Background: an optimization exercise with open tools, aiming at a short achievable clock period and few clock cycles per item. Do not read the settings as production practice. In this exercise RTL edits were held to simulation tests only and were not proved equivalent to the original. The clock port is modelled as an ideal driver; clocking choices that lean on that would not hold on a real chip. No activity file was given, so power comes from the tool's default toggle rates.

Design rx_capture_burst_writer, start of the top module:
module rx_capture_burst_writer #(
  parameter int SAMPLE_W   = 16,
  parameter int CHANNELS   = 2,
  parameter int ADDR_W     = 32,
  parameter int BURST_LEN  = 8,
  parameter int FIFO_DEPTH = 10,
  localparam int DATA_W    = SAMPLE_W * CHANNELS,
  localparam int BC_W      = $clog2(BURST_LEN) + 1
) (
  input  logic              clk_clk,
  input  logic              reset_reset_n,
  input  logic              start,
  input  logic              stop,
  input  logic [ADDR_W-1:0] cfg_base,
  input  logic [ADDR_W-1:0] cfg_words,
  input  logic              in_valid,
  output logic              in_ready,
  input  logic [DATA_W-1:0] in_data,
  output logic [ADDR_W-1:0] avm_address,
  output logic              avm_write,
  output logic [DATA_W-1:0] avm_writedata,
  output logic [BC_W-1:0]   avm_burstcount,
  input  logic              avm_waitrequest,
  output logic              busy,
  output logic [ADDR_W-1:0] wr_ptr,
  output logic [rx_cap_pkg::CNT_W-1:0]  wrap_count,
  output logic              overflow,
  output logic [rx_cap_pkg::CNT_W-1:0]  drop_count
);
Size in the first run: ~660 flip-flops, about 240 I/O pins, about 0.027 sq mm of cells after synthesis.
clock: 5.5 ns
lec_check: 0
abc_clock_period_in_ps: 2000
cap_margin: 20
core_margin: 2
core_utilization: 55
cts_cluster_diameter: 80
cts_cluster_size: 20
setup_slack_margin: 3.6
slew_margin: 20
tns_end_percent: 100
standard.sh (not shown) runs the stock make flow with config.mk's settings and CLKGATE_MAP_FILE= SYNTH_SCRIPT=/design/flow/synth_recipe.tcl, a recipe that flattens the netlist after the stock synthesis.
==> flow/flow/run.sh <==
#!/bin/bash
set -euo pipefail
export POST_CTS_TCL="$PWD/flow/drop_root.tcl"
bash standard.sh > standard_make.log 2>&1
==> flow/flow/drop_root.tcl <==
set block [ord::get_db_block]
set port_net [[$block findBTerm clk_clk] getNet]
set port_loads [$port_net getITerms]
if {[llength $port_loads] == 1} {
  set root [[lindex $port_loads 0] getInst]
  set master [[$root getMaster] getName]
  set out_net ""
  foreach it [$root getITerms] {
    if {[$it isOutputSignal]} { set out_net [$it getNet] }
  }
  if {[string match "sky130_fd_sc_hd__clkbuf_*" $master] && $out_net ne ""} {
    set sinks {}
    set all_bufs 1
    foreach it [$out_net getITerms] {
      if {[$it getInst] eq $root} { continue }
      lappend sinks $it
      if {![string match "sky130_fd_sc_hd__clkbuf_*" [[[$it getInst] getMaster] getName]]} {
        set all_bufs 0
      }
    }
    if {[llength $sinks] >= 1 && [llength $sinks] <= 4 && $all_bufs} {
      foreach it $sinks {
        $it disconnect
        $it connect $port_net
      }
      puts "drop_root: removed [$root getName], port drives [llength $sinks] buffers"
      odb::dbInst_destroy $root
      odb::dbNet_destroy $out_net
    } else {
      puts "drop_root: root [$root getName] drives [llength $sinks] sinks, kept"
    }
  }
}
The first run finished clean.
Testbench counts at the start, summed over its fixed seeds: cycles 19,975, samples 19,015.
Change:
- CORE_UTILIZATION: 55 -> 40
- CTS_CLUSTER_DIAMETER: 80 -> 60
- CTS_CLUSTER_SIZE: 20 -> 14
The new run finished with timing, DRC and antenna clean. Die area climbs by 37%. Worst setup slack got worse by 0.041 ns. Critical path depth does not change. Combinational power goes down by about 0.9%. Power went up by 6.1%.
Change:
- CTS_CLUSTER_DIAMETER: 60 -> 80
- CTS_CLUSTER_SIZE: 14 -> 20
The changed run finished with timing, DRC and antenna clean.
Utilization shrinks by 1.1 points.
Clock-buffer cell count went down by 30.
Cell area is lower by a few percent.
Non-clock buffer count fell by 4.
Sequential share of layout area goes up by 1.3 points.
Die area does not change.
Combinational power stays flat.
Clock power is lower by about a fifth.
Power goes down by a few percent.
Final cell count fell slightly.
Change:
- PLACE_DENSITY: default -> 0.8
Outcome:
- fmax barely changes
- non-clock buffer count climbs by 4
- setup slack barely changes
- clock skew is about the same
- global-route usage barely changes
- core utilization came out higher by 0.24 points
- via count came out higher by 3.9%
- final cell count barely changes
- routed wire length went down by 1.8%
- synthesized area does not change

---

## the previous run
Starting RTL as in the previous note.
export LEC_CHECK = 0
export ABC_CLOCK_PERIOD_IN_PS = 2000
export CAP_MARGIN = 20
export CORE_MARGIN = 2
export CORE_UTILIZATION = 40
export CTS_CLUSTER_DIAMETER = 100
export CTS_CLUSTER_SIZE = 28
export SETUP_SLACK_MARGIN = 3.6
export SLEW_MARGIN = 20
export TNS_END_PERCENT = 100
create_clock -name core_clock -period 5.5 [get_ports {clk_clk}]
Scripts as last shown in full above: flow/flow/run.sh, flow/flow/drop_root.tcl
Testbench counts of the previous run, summed over its fixed seeds: cycles 19,975, samples 19,015.
Edits applied to the flow inputs when going from the previous run to the current run:
# the previous run
export LEC_CHECK = 0
export ABC_CLOCK_PERIOD_IN_PS = 2000
export CAP_MARGIN = 20
export CORE_MARGIN = 2
export CORE_UTILIZATION = 40
export CTS_CLUSTER_DIAMETER = 100
export CTS_CLUSTER_SIZE = 28
export SETUP_SLACK_MARGIN = 3.6
export SLEW_MARGIN = 20
export TNS_END_PERCENT = 100
create_clock -name core_clock -period 5.5 [get_ports {clk_clk}]
# the current run
export LEC_CHECK = 0
export ABC_CLOCK_PERIOD_IN_PS = 2000
export CAP_MARGIN = 20
export CORE_MARGIN = 2
export CORE_UTILIZATION = 40
export CTS_CLUSTER_DIAMETER = 80
export CTS_CLUSTER_SIZE = 20
export PLACE_DENSITY = 0.45
export SETUP_SLACK_MARGIN = 3.6
export SLEW_MARGIN = 20
export TNS_END_PERCENT = 100
create_clock -name core_clock -period 5.5 [get_ports {clk_clk}]
[summary]
~same synthesized cell count in the current run and the previous run
Between the current run and the previous run, pre-CTS setup slack is lower for the previous run, the current run comes in above that.
Relative to the previous run, endpoint arrival time on the critical path decreased by 0.09 ns in the current run.
Across both runs, highest ir drop seen on vdd was lower for the current run than for the previous run.

---

Another version of the RTL of rx_capture_burst_writer (not shown whole).
Size: about 1700 cells after synthesis, about 240 I/O pins, about 0.024 sq mm of cells after synthesis.
clock: 5.5 ns
lec_check: 0
abc_clock_period_in_ps: 2000
cap_margin: 20
core_margin: 2
core_utilization: 40
cts_cluster_diameter: 80
cts_cluster_size: 20
setup_slack_margin: 3.6
slew_margin: 20
tns_end_percent: 100
Scripts as last shown in full above: flow/flow/run.sh, flow/flow/drop_root.tcl
The first run finished clean.
Testbench counts at the start, summed over its fixed seeds: cycles 19,879, samples 19,015.
Edit:
Settings changed: CTS_CLUSTER_DIAMETER 80 to default, CTS_CLUSTER_SIZE 20 to default.
Effect: Worst setup slack barely changes; maximum frequency is about the same; synthesized area stays the same; count of clock-buffer cells in the layout increases by 31; sequential share of layout area came out lower by 0.87 points; final area rises slightly; clock skew falls by 0.0069 ns; combinational power stays flat; critical path depth fell by 9; sequential power stays flat; wire length rises slightly.

==> port drivers added, routing unchanged <==
How much do the figures lean on ideal ports? The routed layouts below were timed once more, with nothing changed but the port constraints. Step 1: set_driving_cell puts a clkbuf_16 on clk_clk and a buf_2 on each other input, an assumption about the parent block. Step 2 adds t to the input delays and takes it off the output delays; t is the mean of the earliest and latest rising clock arrival at the registers after step 1. Input paths then give back, and output paths get back, about the clock's delay inside the block. Three values: ideal, step 1, step 2; two values: the first two.
| run | t, ns | setup WS [ns] | worst hold slack (ns) | worst setup path after step 2 |
|---|---|---|---|---|
| the first run of note 1 | 0.524 | 3.393 / 3.268 / 2.920 | 0.340 / 0.340 / 0.340 | input to register |
| the second run of note 1 | 0.558 | 3.351 / 3.234 / 2.953 | 0.361 / 0.361 / 0.361 | input to register |
| the third run of note 1 | 0.524 | 3.402 / 3.277 / 3.026 | 0.370 / 0.370 / 0.370 | input to register |
| the fourth run of note 1 | 0.514 | 3.403 / 3.285 / 2.941 | 0.369 / 0.369 / 0.369 | input to register |
| the previous run | 0.546 | 3.315 / 3.235 / 3.055 | 0.368 / 0.368 / 0.368 | input to register |
| the current run | 0.522 | 3.411 / 3.292 / 3.022 | 0.343 / 0.343 / 0.343 | input to register |
| the first run of note 3 | 0.535 | 3.172 / 3.236 / 2.701 | 0.360 / 0.360 / 0.360 | input to register |
| the second run of note 3 | 0.662 | 3.174 / 3.115 / 2.705 | 0.345 / 0.345 / 0.345 | input to register |
After both steps every run listed still meets setup and hold. The setup slack of the first run of note 1, which loses most, moves by -0.125 ns with the drivers and by -0.473 ns with both steps.
